Source: an optimization exercise on an open RTL-to-GDS flow (aim: small area, a short achievable clock period and few clock cycles per item). Production flows keep margins and buffers that such runs may drop. In this exercise RTL edits were held to simulation tests only and were not proved equivalent to the original. Power is estimated from default activity; no workload was simulated.

==> trial 88 <==
## conv_top
module conv_top (
    input  logic        clk,
    input  logic        reset,
    input  logic [7:0]  in_data,
    input  logic [3:0]  in_user,
    input  logic        in_valid,
    output logic        in_ready,
    output logic [20:0] out_data,
    output logic        out_valid,
    input  logic        out_ready
);
==> module conv_sequencer, before the edit <==
module conv_sequencer #(
    parameter int DEPTH = 5
) (
    input  logic        clk,
    input  logic        reset,
    input  logic        in_valid,
    input  logic [3:0]  in_user,
    input  logic        pop,
    output logic        in_ready,
    output logic [15:0] w_en,
    output logic        w_clr,
    output logic        take_b,
    output logic        take_p,
    output logic        win,
    output logic        win4
);
    localparam logic [1:0] PH_W = 2'd0;
    localparam logic [1:0] PH_B = 2'd1;
    localparam logic [1:0] PH_P = 2'd2;
    logic [1:0]  ph;
    logic        rdy_w, rdy_b, rdy_p;
    logic [1:0]  km1;       
    logic        k4;        
    logic [1:0]  wa, wb;    
    logic [2:0]  x, y;
    logic        xok, yok;  
    logic [2:0]  cred;
    logic        take_w, start, last_w;
    logic [1:0]  skm1, ca, cb, kk1, na, nb;
    logic [1:0]  ph_next;
    logic        rdy_next;
    logic [2:0]  cred_next;
    always_comb begin
        take_w = in_valid && rdy_w;
        take_b = in_valid && rdy_b;
        take_p = in_valid && rdy_p;
        start  = in_user[3];
        skm1   = in_user[1:0] - 2'd1;
        for (int t = 0; t < 16; t++)
            w_en[t] = take_w && (start ? (4'(t) == {skm1, skm1}) : (4'(t) == {wa, wb}));
        w_clr  = take_w && start;
        ca     = start ? skm1 : wa;
        cb     = start ? skm1 : wb;
        kk1    = start ? skm1 : km1;
        last_w = (ca == 2'd0) && (cb == 2'd0);
        na     = (cb == 2'd0) ? ca - 2'd1 : ca;
        nb     = (cb == 2'd0) ? kk1 : cb - 2'd1;
        win    = take_p && xok && yok;
        win4   = win && k4;
        ph_next = ph;
        if (take_w && last_w)
            ph_next = PH_B;
        if (take_b)
            ph_next = PH_P;
        if (take_p && x == 3'd7 && y == 3'd7)
            ph_next = PH_W;
        cred_next = cred + {2'b00, win} - {2'b00, pop};
        if (in_valid && rdy_p && xok && yok)
            rdy_next = !k4 && ((pop ? cred : cred + 3'd1) < 3'(DEPTH));
        else
            rdy_next = (pop ? cred - 3'd1 : cred) < 3'(DEPTH);
    end
    always_ff @(posedge clk) begin
        if (reset) begin
            ph       <= PH_W;
            km1      <= '0;
            k4       <= 1'b0;
            wa       <= '0;
            wb       <= '0;
            x        <= '0;
            y        <= '0;
            xok      <= 1'b0;
            yok      <= 1'b0;
            cred     <= '0;
            in_ready <= 1'b1;
            rdy_w    <= 1'b1;
            rdy_b    <= 1'b0;
            rdy_p    <= 1'b0;
        end else begin
            ph       <= ph_next;
            cred     <= cred_next;
            in_ready <= rdy_next;
            rdy_w    <= rdy_next && ph_next == PH_W;
            rdy_b    <= rdy_next && ph_next == PH_B;
            rdy_p    <= rdy_next && ph_next == PH_P;
            if (take_w) begin
                if (start) begin
                    km1 <= skm1;
                    k4  <= skm1 == 2'd3;
                end
                wa <= na;
                wb <= nb;
            end
            if (take_b) begin
                x   <= '0;
                y   <= '0;
                xok <= km1 == 2'd0;
                yok <= km1 == 2'd0;
            end
            if (take_p) begin
                x   <= x + 3'd1;
                xok <= (x == 3'd7) ? km1 == 2'd0 : xok || (x + 3'd1 == {1'b0, km1});
                if (x == 3'd7) begin
                    y   <= y + 3'd1;
                    yok <= yok || (y + 3'd1 == {1'b0, km1});
                end
            end
        end
    end
endmodule
==> flow/config.mk <==
export PLATFORM = sky130hd
export DESIGN_NAME = conv_top
export DESIGN_NICKNAME = conv_top
export VERILOG_FILES = /design/flow/design.v
export SDC_FILE = /design/flow/constraint.sdc
export NUM_CORES = 4
export LEC_CHECK = 0
export ABC_CLOCK_PERIOD_IN_PS = 3000
export CAP_MARGIN = 20
export CORE_MARGIN = 2
export CORE_UTILIZATION = 40
export CTS_CLUSTER_DIAMETER = 120
export CTS_CLUSTER_SIZE = 20
export SLEW_MARGIN = 20
==> flow/constraint.sdc <==
create_clock -name core_clock -period 9.0 [get_ports {clk}]
set_input_delay 1.8000 -clock core_clock [delete_from_list [all_inputs] [get_ports {clk}]]
set_output_delay 1.8000 -clock core_clock [all_outputs]
set_load 0.01 [all_outputs]
standard.sh (not shown) runs the stock make flow with config.mk's settings and CLKGATE_MAP_FILE= SYNTH_SCRIPT=/design/flow/synth_recipe.tcl, a recipe that flattens the netlist after the stock synthesis.
==> flow/flow/run.sh <==
#!/bin/bash
# The standard layout with two changes: Yosys's synth runs without its
# quick ABC pass (-noabc), so the full adders it extracts keep their polarity
# and need fewer inverters (ORFS's own ABC mapping still runs afterwards), and
# timing repair aims at a 3 ns path instead of 4 ns. The clock period and
# constraints stay the design's.
set -euo pipefail
W=$(pwd)
sed 's/yosys synth -nofsm -noshare /yosys synth -nofsm -noshare -noabc /' synth_recipe.tcl > "$W/noabc_synth.tcl"
sed "s#SYNTH_SCRIPT=[^ ]*#SYNTH_SCRIPT=$W/noabc_synth.tcl#" standard.sh > "$W/noabc_standard.sh"
grep -q "SYNTH_SCRIPT=$W/noabc_synth.tcl" "$W/noabc_standard.sh"
export SETUP_SLACK_MARGIN=5.9
bash "$W/noabc_standard.sh" > standard.log 2>&1
==> build 32 (differences from trial 88) <==
--- a/flow/design.v
+++ b/flow/design.v
@@ -83,4 +83,5 @@
     logic        k4;        
     logic [1:0]  wa, wb;    
+    logic [15:0] hot;       
     logic [2:0]  x, y;
     logic        xok, yok;  
@@ -98,5 +99,5 @@
         skm1   = in_user[1:0] - 2'd1;
         for (int t = 0; t < 16; t++)
-            w_en[t] = take_w && (start ? (4'(t) == {skm1, skm1}) : (4'(t) == {wa, wb}));
+            w_en[t] = take_w && (start ? (4'(t) == {skm1, skm1}) : hot[t]);
         w_clr  = take_w && start;
         ca     = start ? skm1 : wa;
@@ -128,4 +129,5 @@
             wa       <= '0;
             wb       <= '0;
+            hot      <= '0;
             x        <= '0;
             y        <= '0;
@@ -151,4 +153,6 @@
                 wa <= na;
                 wb <= nb;
+                for (int t = 0; t < 16; t++)
+                    hot[t] <= 4'(t) == {na, nb};
             end
             if (take_b) begin
--- a/flow/flow/run.sh
+++ b/flow/flow/run.sh
@@ -10,4 +10,4 @@
 sed "s#SYNTH_SCRIPT=[^ ]*#SYNTH_SCRIPT=$W/noabc_synth.tcl#" standard.sh > "$W/noabc_standard.sh"
 grep -q "SYNTH_SCRIPT=$W/noabc_synth.tcl" "$W/noabc_standard.sh"
-export SETUP_SLACK_MARGIN=5.9
+export SETUP_SLACK_MARGIN=6
 bash "$W/noabc_standard.sh" > standard.log 2>&1
CTS_CLUSTER_DIAMETER = not set   (was 120)
CTS_CLUSTER_SIZE = not set   (was 20)
==> trial 43 (differences from trial 88) <==
--- a/flow/design.v
+++ b/flow/design.v
@@ -83,4 +83,5 @@
     logic        k4;        
     logic [1:0]  wa, wb;    
+    logic [15:0] hot;       
     logic [2:0]  x, y;
     logic        xok, yok;  
@@ -98,5 +99,5 @@
         skm1   = in_user[1:0] - 2'd1;
         for (int t = 0; t < 16; t++)
-            w_en[t] = take_w && (start ? (4'(t) == {skm1, skm1}) : (4'(t) == {wa, wb}));
+            w_en[t] = take_w && (start ? (4'(t) == {skm1, skm1}) : hot[t]);
         w_clr  = take_w && start;
         ca     = start ? skm1 : wa;
@@ -128,4 +129,5 @@
             wa       <= '0;
             wb       <= '0;
+            hot      <= '0;
             x        <= '0;
             y        <= '0;
@@ -151,4 +153,6 @@
                 wa <= na;
                 wb <= nb;
+                for (int t = 0; t < 16; t++)
+                    hot[t] <= 4'(t) == {na, nb};
             end
             if (take_b) begin
--- a/flow/flow/run.sh
+++ b/flow/flow/run.sh
@@ -3,5 +3,5 @@
 # quick ABC pass (-noabc), so the full adders it extracts keep their polarity
 # and need fewer inverters (ORFS's own ABC mapping still runs afterwards), and
-# timing repair aims at a 3 ns path instead of 4 ns. The clock period and
+# timing repair aims at a 3.5 ns path instead of 4 ns. The clock period and
 # constraints stay the design's.
 set -euo pipefail
@@ -10,4 +10,4 @@
 sed "s#SYNTH_SCRIPT=[^ ]*#SYNTH_SCRIPT=$W/noabc_synth.tcl#" standard.sh > "$W/noabc_standard.sh"
 grep -q "SYNTH_SCRIPT=$W/noabc_synth.tcl" "$W/noabc_standard.sh"
-export SETUP_SLACK_MARGIN=5.9
+export SETUP_SLACK_MARGIN=5.5
 bash "$W/noabc_standard.sh" > standard.log 2>&1
==> key figures <==
Outcome
  – Outcome: finished clean

Logic synthesis
  – Adder-Cell Fraction of Synth Area: 0.2933

Drt
  – Vias: approximately 24000
  – WL/cell: 22.55 µm

Global route
  – Initial antenna violation count: 3
  – Met3 usage: 0.03964

Cells and area
  – Non-Clock Buffer Area Fraction: 0.02941

Hold path
  – Hold path startpoint: u_conv_mac.r1_3_4
[end of results for trial 88]
==> key figures <==
Outcome
  – Outcome: finished clean

Setup path
  – CP max stage delay: 1.01 ns
  – Maximum fanout along the worst path: 10

Cells and area
  – Cell Count, Final, Fillers Out: 4648
  – Non-Clock Buffer Area Fraction: 0.01241

Logic synthesis
  – Netlist cell types: between 70 and 80
  – Adder-Cell Fraction of Synth Area: 0.2827
  – Synth Area in XOR/XNOR: 0.006497
  – Main flop type after synthesis: edfxtp_1

Timing
  – Setup TNS: 0 ns

Global route
  – Initial antenna violation count: 1
  – Met3 usage: 0.03396

Hold path
  – Hold path startpoint: u_conv_mac.r1_1_0

Drt
  – WL/cell: approximately 23 µm

Pwr
  – Sequential power share: 0.351
[end of results for trial 43]
==> key figures <==
Outcome
  – Outcome: finished clean

Setup path
  – Slowest stage cell, crit path: fa_2
  – Maximum fanout along the worst path: 8
  – Top delay family on crit path: adder cells
  – Buffers & Inverters on Critical Path: 1
  – CP Launch Point: u_conv_loader.w[2][2]

Drt
  – DRC viols: 0
  – Vias: 24850

Hold path
  – Hold path startpoint: u_conv_mac.r1_1_0

Global route
  – Global Route met2 Usage: 0.3188
  – Initial antenna violation count: 3
  – Met3 usage: 0.04216

Cells and area
  – Non-Clock Buffer Area Fraction: 0.03526

Die
  – Die Span X: 330.9 µm

Logic synthesis
  – Adder-Cell Fraction of Synth Area: 0.2827
  – Ys Warns: 8
[end of results for build 32]
Testbench counts of trial 88, summed over its fixed seeds: cycles 10,425, frames 128.
Testbench counts of build 32, summed over its fixed seeds: cycles 10,425, frames 128.
Testbench counts of trial 43, summed over its fixed seeds: cycles 10,425, frames 128.

static timing again, ports no longer ideal:
Ports are ideal in the flow. The routed layouts listed here were re-timed in OpenROAD.
Step 1 (the two cells are an assumption about what drives the block):
set clk [get_ports {clk}]
set_driving_cell -lib_cell sky130_fd_sc_hd__clkbuf_16 $clk
set_driving_cell -lib_cell sky130_fd_sc_hd__buf_2 [delete_from_list [all_inputs] $clk]
Step 2 adds t to the input delays and takes it off the output delays; t is the mean of the earliest and latest rising clock arrival at the registers after step 1. Input paths then give back, and output paths get back, about the clock's delay inside the block.
Slacks: no drivers / after step 1 / after step 2; pairs: no drivers / after step 1.
run | shift t [ns] | slack for setup (ns) | worst hold slack (ns) | worst setup path at the end | cell pins on the clock port's net
trial 88 | 0.681 | 5.892 / 5.892 / 5.305 | 0.329 / 0.329 / 0.329 | input to register | 1
build 32 | 0.707 | 5.889 / 5.889 / 5.365 | 0.322 / 0.322 / 0.322 | input to register | 1
trial 43 | 0.684 | 5.526 / 5.558 / 4.892 | 0.331 / 0.331 / 0.331 | input to register | 1
After both steps setup and hold are still met in every run listed. For trial 43, which loses most, drivers alone change the setup slack by +0.032 ns; drivers and shift together by -0.634 ns.
